What follows belongs to an exercise in optimizing a design on an open flow for small area, a short achievable clock period and few clock cycles per item; a production flow would make more cautious choices.
At most, simulation tests tie the RTL to the original design; equivalence was not proved.
Power is estimated from default activity; no workload was simulated.

## fusion_blend_v2
module fusion_blend_v2
#(
  parameter int PIXELS_PER_BEAT = 16,
  parameter int PIX_W           = 8,
  parameter int WGT_W           = 8,
  parameter int IMAGE_DIM       = 512
) (
  input  logic                             clk,
  input  logic                             rst,
  input  logic [1:0]                       mode,
  input  logic                             in_valid,
  output logic                             in_ready,
  input  logic [PIX_W*PIXELS_PER_BEAT-1:0] old_frame,
  input  logic [PIX_W*PIXELS_PER_BEAT-1:0] new_frame,
  input  logic [WGT_W*PIXELS_PER_BEAT-1:0] weight,
  output logic                             out_valid,
  input  logic                             out_ready,
  output logic [PIX_W*PIXELS_PER_BEAT-1:0] fused_frame,
  output logic                             out_last,
  output logic                             frame_done
);
  localparam int BPF   = fusion_pkg::beats_per_frame(IMAGE_DIM, PIXELS_PER_BEAT);
  localparam int CNT_W = fusion_pkg::cnt_width(BPF);
  localparam logic [CNT_W-1:0] LAST_IDX = CNT_W'(BPF - 1);
  localparam int NST = 2;    
  localparam bit PASSMUX = 1;
  logic             en, acc, out_hs, first_beat, is_last, hold0;
  logic             mode_ok_q, mode_ok_d, first_q, first_d, hold0_q;
  logic [NST-1:0]   v_q, last_q;
  logic             done_q;
  logic [CNT_W-1:0] cnt_q;
  assign en     = !v_q[NST-1] || out_ready;
  assign out_hs = v_q[NST-1] && out_ready;
  assign is_last = (cnt_q == LAST_IDX);
  assign first_beat = first_q;
  assign hold0      = hold0_q;
  assign in_ready   = en && !hold0;
  assign acc        = in_valid && in_ready;
  always_comb begin
    first_d   = first_q;
    mode_ok_d = mode_ok_q;
    if (in_valid && hold0) mode_ok_d = 1'b1;
    if (acc) begin
      first_d = is_last;
      if (first_beat) mode_ok_d = 1'b0;
    end
  end
  always_ff @(posedge clk) begin
  ...
Size in the first run: about 4,600 cells after synthesis, roughly 550 flip-flops, roughly 53,000 sq um of cells after synthesis.
Settings: LEC_CHECK=0, CAP_MARGIN=20, CORE_MARGIN=2, CORE_UTILIZATION=65, PLACE_DENSITY=0.72, SETUP_SLACK_MARGIN=2.4, SLEW_MARGIN=20; clock period 5.5 ns.
standard.sh (not shown) runs the stock make flow with config.mk's settings and CLKGATE_MAP_FILE= SYNTH_SCRIPT=/design/flow/synth_recipe.tcl, a recipe that flattens the netlist after the stock synthesis.
==> flow/flow/run.sh <==
#!/bin/bash
# Own layout flow: the standard layout (standard.sh, unchanged synthesis and steps), with
# the port buffers that global placement inserts made plain buffers instead of the default
# delay-buffer cell. Every input and output port still gets its own buffer.
set -euo pipefail
export BUFFER_PORTS_ARGS="-buffer_cell sky130_fd_sc_hd__buf_1"
bash standard.sh > standard.log 2>&1
The starting point finished clean.
Change:
--- a/flow/flow/run.sh
+++ b/flow/flow/run.sh
@@ -5,3 +5,3 @@
 set -euo pipefail
-export BUFFER_PORTS_ARGS="-buffer_cell sky130_fd_sc_hd__buf_1"
+export BUFFER_PORTS_ARGS="-buffer_cell sky130_fd_sc_hd__buf_2"
 bash standard.sh > standard.log 2>&1
- CORE_UTILIZATION: 65 -> 70
- CTS_BUF_LIST: default -> sky130_fd_sc_hd__clkbuf_8
- CTS_CLUSTER_SIZE: default -> 30
- PLACE_DENSITY: 0.72 -> 0.76
- SETUP_SLACK_MARGIN: 2.4 -> 2.7
After rerunning:
- The new run ran to the end with no violations
- routed wire length is higher slightly
- design area is higher by a few percent
- worst setup slack improves by 0.28 ns
- maximum frequency is higher by roughly a tenth
- total power is higher by a few percent
Change:
- CORE_UTILIZATION: 70 -> 65
- CTS_BUF_LIST: sky130_fd_sc_hd__clkbuf_8 -> default
- CTS_CLUSTER_SIZE: 30 -> default
- PLACE_DENSITY: 0.76 -> 0.72
- SETUP_SLACK_MARGIN: 2.7 -> 2.4
What happened: The changed run passed the timing, DRC and antenna checks; sequential cell count stays the same; sequential power stays flat; total power is lower by 1.5%; via count goes down by 1.8%; design area goes down by 1.5%; clock-buffer cell count is lower by 17; core utilization fell by 6.9 points; first-iteration DRC count shrinks by 16%; routed wire length falls by 0.71%; worst setup slack got worse by 0.19 ns.
Change:
- SETUP_SLACK_MARGIN: 2.4 -> 2.8
Result:
- design area goes up by 3.6%
- sequential share of layout area goes down by 0.97 points
- register-to-register slack improves by 0.19 ns
Change:
- SETUP_SLACK_MARGIN: 2.8 -> 2.6
After rerunning: Global-route usage falls by 0.32 points; count of clock-buffer cells in the layout stays the same; via count shrinks slightly; core utilization drops by 1.4 points; synthesized cell count is unchanged; flip-flop and latch count stays the same; worst hold slack is about the same.
No run of this note included a check of the RTL's function; only the layout flow was run.


Another version of the RTL of fusion_blend_v2 (not shown whole).
Size in the first run: ~6000 cells after synthesis, roughly 520 I/O pins, about 61000 um^2 of cells after synthesis.
export LEC_CHECK = 0
export CAP_MARGIN = 20
export CORE_MARGIN = 2
export CORE_UTILIZATION = 40
export SETUP_SLACK_MARGIN = 1.5
export SLEW_MARGIN = 20
create_clock -name core_clock -period 5.5 [get_ports {clk}]
==> flow/flow/run.sh <==
#!/bin/bash
# Own layout flow: the standard layout (standard.sh, unchanged synthesis and steps), with
# the port buffers that global placement inserts made plain buffers instead of the default
# delay-buffer cell. Every input and output port still gets its own buffer.
set -euo pipefail
export BUFFER_PORTS_ARGS="-buffer_cell sky130_fd_sc_hd__buf_2"
bash standard.sh > standard.log 2>&1
The baseline finished clean.
Next try:
- SETUP_SLACK_MARGIN: 1.5 -> 2.5
After rerunning:
- synthesized cell count stays the same
- hold slack is better by 0.0045 ns
- register-to-register slack is better by 0.59 ns
- routed wire length goes up by 16%
- worst setup slack gains 0.59 ns
- clock power rises by about 6.4%
- cell count rose by about 4.7%
- synthesized area stays the same
No run of this note included a check of the RTL's function; only the layout flow was run.


## P
Another version of the RTL of fusion_blend_v2 (not shown whole).
For scale: about 4,800 cells after synthesis, ~590 flip-flops, about 520 I/O pins, about 55,000 um^2 of cells after synthesis.
Settings: LEC_CHECK=0, CAP_MARGIN=20, CORE_MARGIN=2, CORE_UTILIZATION=65, CTS_BUF_LIST=sky130_fd_sc_hd__clkbuf_8, CTS_CLUSTER_SIZE=30, PLACE_DENSITY=0.72, SETUP_SLACK_MARGIN=2.6, SLEW_MARGIN=20; clock period 5.5 ns.
Scripts as last shown in full above: flow/flow/run.sh
P went all the way through the flow, and no timing, DRC or antenna check failed.
Testbench counts of P, summed over its fixed seeds: cycles 65,548, items 65,536.
For Q, these inputs were changed with respect to P:
- PLACE_DENSITY changed from 0.72 to 0.8
- CORE_UTILIZATION changed from 65 to 75
- CAP_MARGIN changed from 20 to 5
- SLEW_MARGIN changed from 20 to 5
- SETUP_SLACK_MARGIN changed from 2.6 to 2.7
==> comparison <==
P → Q: non-clock buffer count now sits higher; final standard cell utilization of the core has increased; total global-route track usage rose 4.3 points; fill cell instance count of the final layout shrank by 30%; TritonCTS buffer count dropped 3. Diff Q..P | final max-slew violation count | unchanged. [diff] worst hold slack, Q relative to P: improvement. Diff P -> Q: worst setup slack rose 0.037 ns; worst setup slack after placement fell 0.037 ns; largest net degree at the start of global routing fell 2.2%; die boundary height fell 20 um.
--- input diff Q..R ---
- a change of CORE_UTILIZATION from 75 to 70
- a change of PLACE_DENSITY from 0.8 to 0.76
- a change of CAP_MARGIN from 5 to 20
- a change of SLEW_MARGIN from 5 to 20
Findings:
- Highest ir drop seen on vdd (R / Q): 0.57
- | worst reg-to-reg path cell count | R vs Q | 1 higher |
- Measured against each other, R and Q differ in floorplan die height, the lower figure coming from Q.
- R vs. Q: global-route usage went down by 2.2 points.
- The more densely filled core belongs to Q, not R.
- Clock buffer count from CTS in R vs Q: up about 1%
- Run comparison: Q source of the critical timing path g_lane[6].u_lane.r93; R source of the critical timing path g_lane[8].u_lane.r89
- Critical path depth (higher): R
- From R to Q, H-tree depth did not move at all.
- Number of endpoints failing setup at the final stage came out exactly the same in R and Q.
- Measured against each other, R and Q differ in die footprint, the higher figure coming from R.
> inputs changed (R -> S)
- changing SETUP_SLACK_MARGIN from 2.7 to 2.8
- changing CAP_MARGIN from 20 to 5
- changing SLEW_MARGIN from 20 to 5
--- outcome ---
- Summary of S over R: count of antenna diodes in the layout shrank by 12%; maximum buffer depth of the clock tree held steady; cell area grew by about 0.8%.
- Between R and S, the first-pass GRT wire length does not differ in any meaningful way.
- The run with more setup slack is S; R has less.
- Total chip power: S worse than R
- Total detailed-routing wirelength of S exceeds that of R slightly.
- S went all the way through the flow, and no timing, DRC or antenna check failed.
- S vs R — fraction of power consumed by sequential logic dropped 0.6 points.
- Between R and S, post-layout utilization of the core is lower for R, S comes in above that.
- S vs. R: met2 wire length has increased; fmax moved up.


## v6
fusion_blend_v2, a different RTL version from the one above (not shown whole).
For scale: roughly 4200 cells after synthesis, roughly 520 I/O pins, roughly 60000 sq um of cells after synthesis.
==> flow/config.mk <==
export PLATFORM = sky130hd
export DESIGN_NAME = fusion_blend_v2
export DESIGN_NICKNAME = fusion_blend_v2
export VERILOG_FILES = /design/flow/design.v
export SDC_FILE = /design/flow/constraint.sdc
export NUM_CORES = 4
export LEC_CHECK = 0
export CAP_MARGIN = 20
export CORE_MARGIN = 2
export CORE_UTILIZATION = 40
export SETUP_SLACK_MARGIN = 2.0
export SLEW_MARGIN = 20
==> flow/constraint.sdc <==
create_clock -name core_clock -period 5.5 [get_ports {clk}]
set_input_delay 1.1000 -clock core_clock [delete_from_list [all_inputs] [get_ports {clk}]]
set_output_delay 1.1000 -clock core_clock [all_outputs]
set_load 0.01 [all_outputs]
Scripts as last shown in full above: flow/flow/run.sh
Testbench counts of v6, summed over its fixed seeds: cycles 65,548, items 65,536.
The inputs of v7 differ from those of v6 as listed below.
diff --git a/flow/config.mk b/flow/config.mk
--- a/flow/config.mk
+++ b/flow/config.mk
@@ -8,5 +8,6 @@
 export CAP_MARGIN = 20
 export CORE_MARGIN = 2
-export CORE_UTILIZATION = 40
+export CORE_UTILIZATION = 55
+export PLACE_DENSITY = 0.65
 export SETUP_SLACK_MARGIN = 2.0
 export SLEW_MARGIN = 20
[summary]
- The run showing the greater later-pin clock latency in the skew report is v6.
- Across both runs, amount of wire on met2 after detailed routing was lower for v7 than for v6.
- Diff v6 -> v7 | number of rows created at floorplan | decrease of 15%
- Sort v7 and v6 by total routing resource utilization after global routing desc -> top: v7
- Side by side, total power turned out lower in v7 than in v6.
- Compared with v6, in v7 final critical-path share of the clock period saw a decrease, wire length after detailed routing saw a decrease, internal power consumption saw a decrease.


fusion_blend_v2, a different RTL version from the one above (not shown whole).
Size: about 4,700 cells after synthesis, roughly 520 I/O pins, ~55,000 µm² of cells after synthesis.
Settings: LEC_CHECK=0, CAP_MARGIN=20, CORE_MARGIN=2, CORE_UTILIZATION=70, CTS_BUF_LIST=sky130_fd_sc_hd__clkbuf_8, CTS_CLUSTER_SIZE=30, PLACE_DENSITY=0.76, SETUP_SLACK_MARGIN=2.7, SLEW_MARGIN=20; clock period 5.5 ns.
Scripts as last shown in full above: flow/flow/run.sh
The starting point finished clean.
Testbench counts at the start, summed over its fixed seeds: cycles 65,544, items 65,536.
Then changed:
Settings changed: CORE_UTILIZATION 70 to 65, PLACE_DENSITY 0.76 to 0.72, SETUP_SLACK_MARGIN 2.7 to 2.6.
Effect:
- final area stays flat
- worst setup slack degrades by 0.027 ns
- total power fell by 2.3%
Then changed:
Settings changed: CAP_MARGIN 20 to 5, CORE_UTILIZATION 65 to 70, PLACE_DENSITY 0.72 to 0.76, SETUP_SLACK_MARGIN 2.6 to 2.7, SLEW_MARGIN 20 to 5.
Wire length falls by 0.33%.
Hold slack improved by 0.015 ns.
Count of clock-buffer cells in the layout shrinks by 9.
Register-to-register slack improves by 0.03 ns.
Die area drops by 7.0%.
Final area barely changes.
Synthesized area stays the same.
Flip-flop and latch count stays the same.
Power went up by 2.4%.


fusion_blend_v2, a different RTL version from the one above (not shown whole).
Size: roughly 4100 cells after synthesis, about 470 flip-flops, about 520 I/O pins, about 52000 um2 of cells after synthesis.
make LEC_CHECK=0 ABC_CLOCK_PERIOD_IN_PS=1500 CAP_MARGIN=20 CORE_MARGIN=2 CORE_UTILIZATION=40 SETUP_SLACK_MARGIN=1.0 SLEW_MARGIN=20 finish   # period 5.5 ns
run.sh (not shown) runs the stock make flow with config.mk's settings and CLKGATE_MAP_FILE= SYNTH_SCRIPT=/design/flow/synth_recipe.tcl, a recipe that flattens the netlist after the stock synthesis.
Stock flow here: none of the scripts above is used.
The baseline went through all stages and came out clean.
==> next run, changes <==
- ABC_CLOCK_PERIOD_IN_PS: 1500 -> 2500
What happened: The new run ran to the end with no violations. Setup slack stays the same. Hold slack does not change. Global-route usage is unchanged. Count of clock-buffer cells in the layout is unchanged. Fmax stays the same. Final cell count is unchanged. Flip-flop and latch count does not change.
==> next run, changes <==
- ABC_CLOCK_PERIOD_IN_PS: 2500 -> default
- SETUP_SLACK_MARGIN: 1.0 -> default
Die area is unchanged.
Non-clock buffer count came out lower by 15.
Wire length falls slightly.
Setup slack gets worse by 0.29 ns.
Sequential power is about the same.
==> next run, changes <==
==> flow/flow/run.sh (new file) <==
#!/bin/bash
# Own layout flow: the standard layout (standard.sh, unchanged synthesis and steps), with
# the port buffers that global placement inserts made plain buffers instead of the default
# delay-buffer cell. Every input and output port still gets its own buffer.
set -euo pipefail
export BUFFER_PORTS_ARGS="-buffer_cell sky130_fd_sc_hd__buf_2"
bash standard.sh > standard.log 2>&1
==> flow/standard.sh (new file) <==
#!/bin/bash
# synth_recipe.tcl (not shown) runs the flow's synth.tcl, then flattens the netlist and writes it again
# the make line also repeats each setting of config.mk as NAME=value (left out here)
make -C /OpenROAD-flow-scripts/flow DESIGN_CONFIG=/design/flow/config.mk WORK_HOME=/design/flow/orfs CLKGATE_MAP_FILE= SYNTH_SCRIPT=/design/flow/synth_recipe.tcl "${@:-finish}"
- SETUP_SLACK_MARGIN: default -> 1.5
removed: flow/run.sh
What happened: Clock-buffer cell count grows by 3; final cell count grows by 3.9%; non-clock buffer count grows by 242; clock skew stays flat; final area grows by 2.6%; via count grows by 4.0%; die area stays the same; core utilization grows by 1.2 points; maximum frequency grows by 16%.
No run of this note included a check of the RTL's function; only the layout flow was run.


== build 68 ==
fusion_blend_v2 with an RTL version that a note above also has.
Size: about 4800 cells after synthesis, ~520 I/O pins, ~55000 µm² of cells after synthesis.
clock: 5.5 ns
lec_check: 0
cap_margin: 5
core_margin: 2
core_utilization: 70
cts_buf_list: sky130_fd_sc_hd__clkbuf_8
cts_cluster_size: 30
place_density: 0.76
setup_slack_margin: 2.7
slew_margin: 5
standard.sh (not shown) runs the stock make flow with config.mk's settings and CLKGATE_MAP_FILE= SYNTH_SCRIPT=/design/flow/synth_recipe.tcl, a recipe that flattens the netlist after the stock synthesis.
==> flow/flow/run.sh <==
#!/bin/bash
# Own layout flow: the standard layout (standard.sh, unchanged synthesis and steps), with
# the port buffers that global placement inserts made plain buffers instead of the default
# delay-buffer cell. Every input and output port still gets its own buffer.
set -euo pipefail
export BUFFER_PORTS_ARGS="-buffer_cell sky130_fd_sc_hd__buf_2"
bash standard.sh > standard.log 2>&1
Build 68: flow completed, timing, DRC and antenna clean
Testbench counts of build 68, summed over its fixed seeds: cycles 65,548, items 65,536.
Changes in build 78 relative to build 68:
==> flow/config.mk <==
export PLATFORM = sky130hd
export DESIGN_NAME = fusion_blend_v2
export DESIGN_NICKNAME = fusion_blend_v2
export VERILOG_FILES = /design/flow/design.v
export SDC_FILE = /design/flow/constraint.sdc
export NUM_CORES = 4
export LEC_CHECK = 0
export CAP_MARGIN = 20
export CORE_MARGIN = 2
export CORE_UTILIZATION = 65
export CTS_BUF_LIST = sky130_fd_sc_hd__clkbuf_4
export CTS_CLUSTER_SIZE = 40
export PLACE_DENSITY = 0.72
export SETUP_SLACK_MARGIN = 2.6
export SLEW_MARGIN = 20
Findings:
Build 68 has a higher minimum setup slack among reg-to-reg paths than build 78.
Comparing build 78 and build 68, the higher H-tree depth is on build 78.
Taking build 68 as the reference, in build 78 core utilization now smaller, share of cell area taken by multi-input logic gates now sits lower, global-route usage now smaller, global routing met3 resource utilization about even, achievable frequency went down by about 3%.
Diff build 68 -> build 78: headroom to the max-slew limit went up, worst setup slack after layout went down.
For build 17, these inputs were changed with respect to build 78:
-- flow/config.mk --
<<< build 78, line 9
export CORE_MARGIN = 2
export CORE_UTILIZATION = 65
export CTS_BUF_LIST = sky130_fd_sc_hd__clkbuf_4
export CTS_CLUSTER_SIZE = 40
export PLACE_DENSITY = 0.72
export SETUP_SLACK_MARGIN = 2.6
>>> build 17, line 9
export CORE_MARGIN = 2
export CORE_UTILIZATION = 65
export PLACE_DENSITY = 0.72
export SETUP_SLACK_MARGIN = 2.6
[summary]
Build 17 vs. build 78: final instance count without filler cells went down by about 2.3%. Any difference in final worst-path cycle share between build 17 and build 78 is small enough to ignore. Total power in build 17 vs build 78: up 2.8%. Between build 78 and build 17, the final period demand of the worst path is higher for build 17. On build 17: number of buffers added by the clock tree synthesis step is 55% lower than what build 78 gave. Measured against each other, build 78 and build 17 differ in via count of the first global-routing pass, the higher figure coming from build 78. Compare build 78 and build 17 | non-clock buffer count higher: build 78. Build 17 vs build 78 — post-route cell area rose 0.42%.

-- static timing again, ports no longer ideal --
How much do the figures lean on ideal ports? The routed layouts below were timed once more, with nothing changed but the port constraints.
Step 1 (the two cells are an assumption about what drives the block):
set clk [get_ports {clk}]
set_driving_cell -lib_cell sky130_fd_sc_hd__clkbuf_16 $clk
set_driving_cell -lib_cell sky130_fd_sc_hd__buf_2 [delete_from_list [all_inputs] $clk]
Step 2 moves the port delays by t, midway between the first and last clock arrival at a register: inputs arrive t later, outputs are due t later. That takes back most of the time a late clock gives input paths.
Slacks: no drivers / after step 1 / after step 2; pairs: no drivers / after step 1.
| run | t (ns) | slack for setup (ns) | worst setup path at the end | clock arrival spread, ns |
|---|---|---|---|---|
| the first run of note 1 | 0.675 | 2.398 / 2.440 / 1.765 | input to register | 0.025 / 0.025 |
| the second run of note 1 | 0.772 | 2.681 / 2.667 / 1.895 | input to register | 0.044 / 0.043 |
| the third run of note 1 | 0.659 | 2.488 / 2.456 / 1.797 | input to register | 0.034 / 0.034 |
| the fourth run of note 1 | 0.659 | 2.618 / 2.567 / 1.909 | input to register | 0.021 / 0.021 |
| the fifth run of note 1 | 0.659 | 2.605 / 2.583 / 1.925 | input to register | 0.023 / 0.023 |
| the first run of note 2 | 0.758 | 1.562 / 1.562 / 1.562 | register to register | 0.034 / 0.034 |
| the second run of note 2 | 0.780 | 2.148 / 2.148 / 2.002 | input to register | 0.043 / 0.043 |
| P | 0.772 | 2.651 / 2.651 / 1.996 | input to register | 0.037 / 0.037 |
| Q | 0.770 | 2.688 / 2.688 / 1.945 | input to register | 0.027 / 0.027 |
| R | 0.762 | 2.673 / 2.673 / 1.962 | input to register | 0.032 / 0.032 |
| S | 0.764 | 2.736 / 2.736 / 2.039 | input to register | 0.030 / 0.029 |
| v6 | 0.766 | 2.020 / 2.020 / 1.426 | input to register | 0.035 / 0.035 |
| v7 | 0.726 | 2.097 / 2.097 / 1.464 | input to register | 0.025 / 0.024 |
| the first run of note 5 | 0.778 | 2.621 / 2.621 / 1.975 | input to register | 0.042 / 0.042 |
| the second run of note 5 | 0.786 | 2.594 / 2.594 / 1.986 | input to register | 0.033 / 0.034 |
| the third run of note 5 | 0.778 | 2.621 / 2.621 / 1.975 | input to register | 0.042 / 0.042 |
| the first run of note 6 | 0.720 | 1.077 / 1.002 / 0.700 | input to register | 0.037 / 0.037 |
| the second run of note 6 | 0.720 | 1.077 / 1.002 / 0.700 | input to register | 0.037 / 0.037 |
| the third run of note 6 | 0.689 | 0.791 / 0.722 / 0.628 | input to register | 0.035 / 0.035 |
| the fourth run of note 6 | 0.720 | 1.447 / 1.368 / 1.312 | input to register | 0.035 / 0.035 |
| build 68 | 0.762 | 2.728 / 2.728 / 1.969 | input to register | 0.031 / 0.031 |
| build 78 | 1.055 | 2.646 / 2.646 / 1.981 | input to register | 0.092 / 0.091 |
| build 17 | 0.672 | 2.643 / 2.643 / 2.006 | input to register | 0.036 / 0.036 |
After both steps every run listed still meets setup and hold. For the second run of note 1, which loses most, drivers alone change the setup slack by -0.014 ns; drivers and shift together by -0.786 ns.
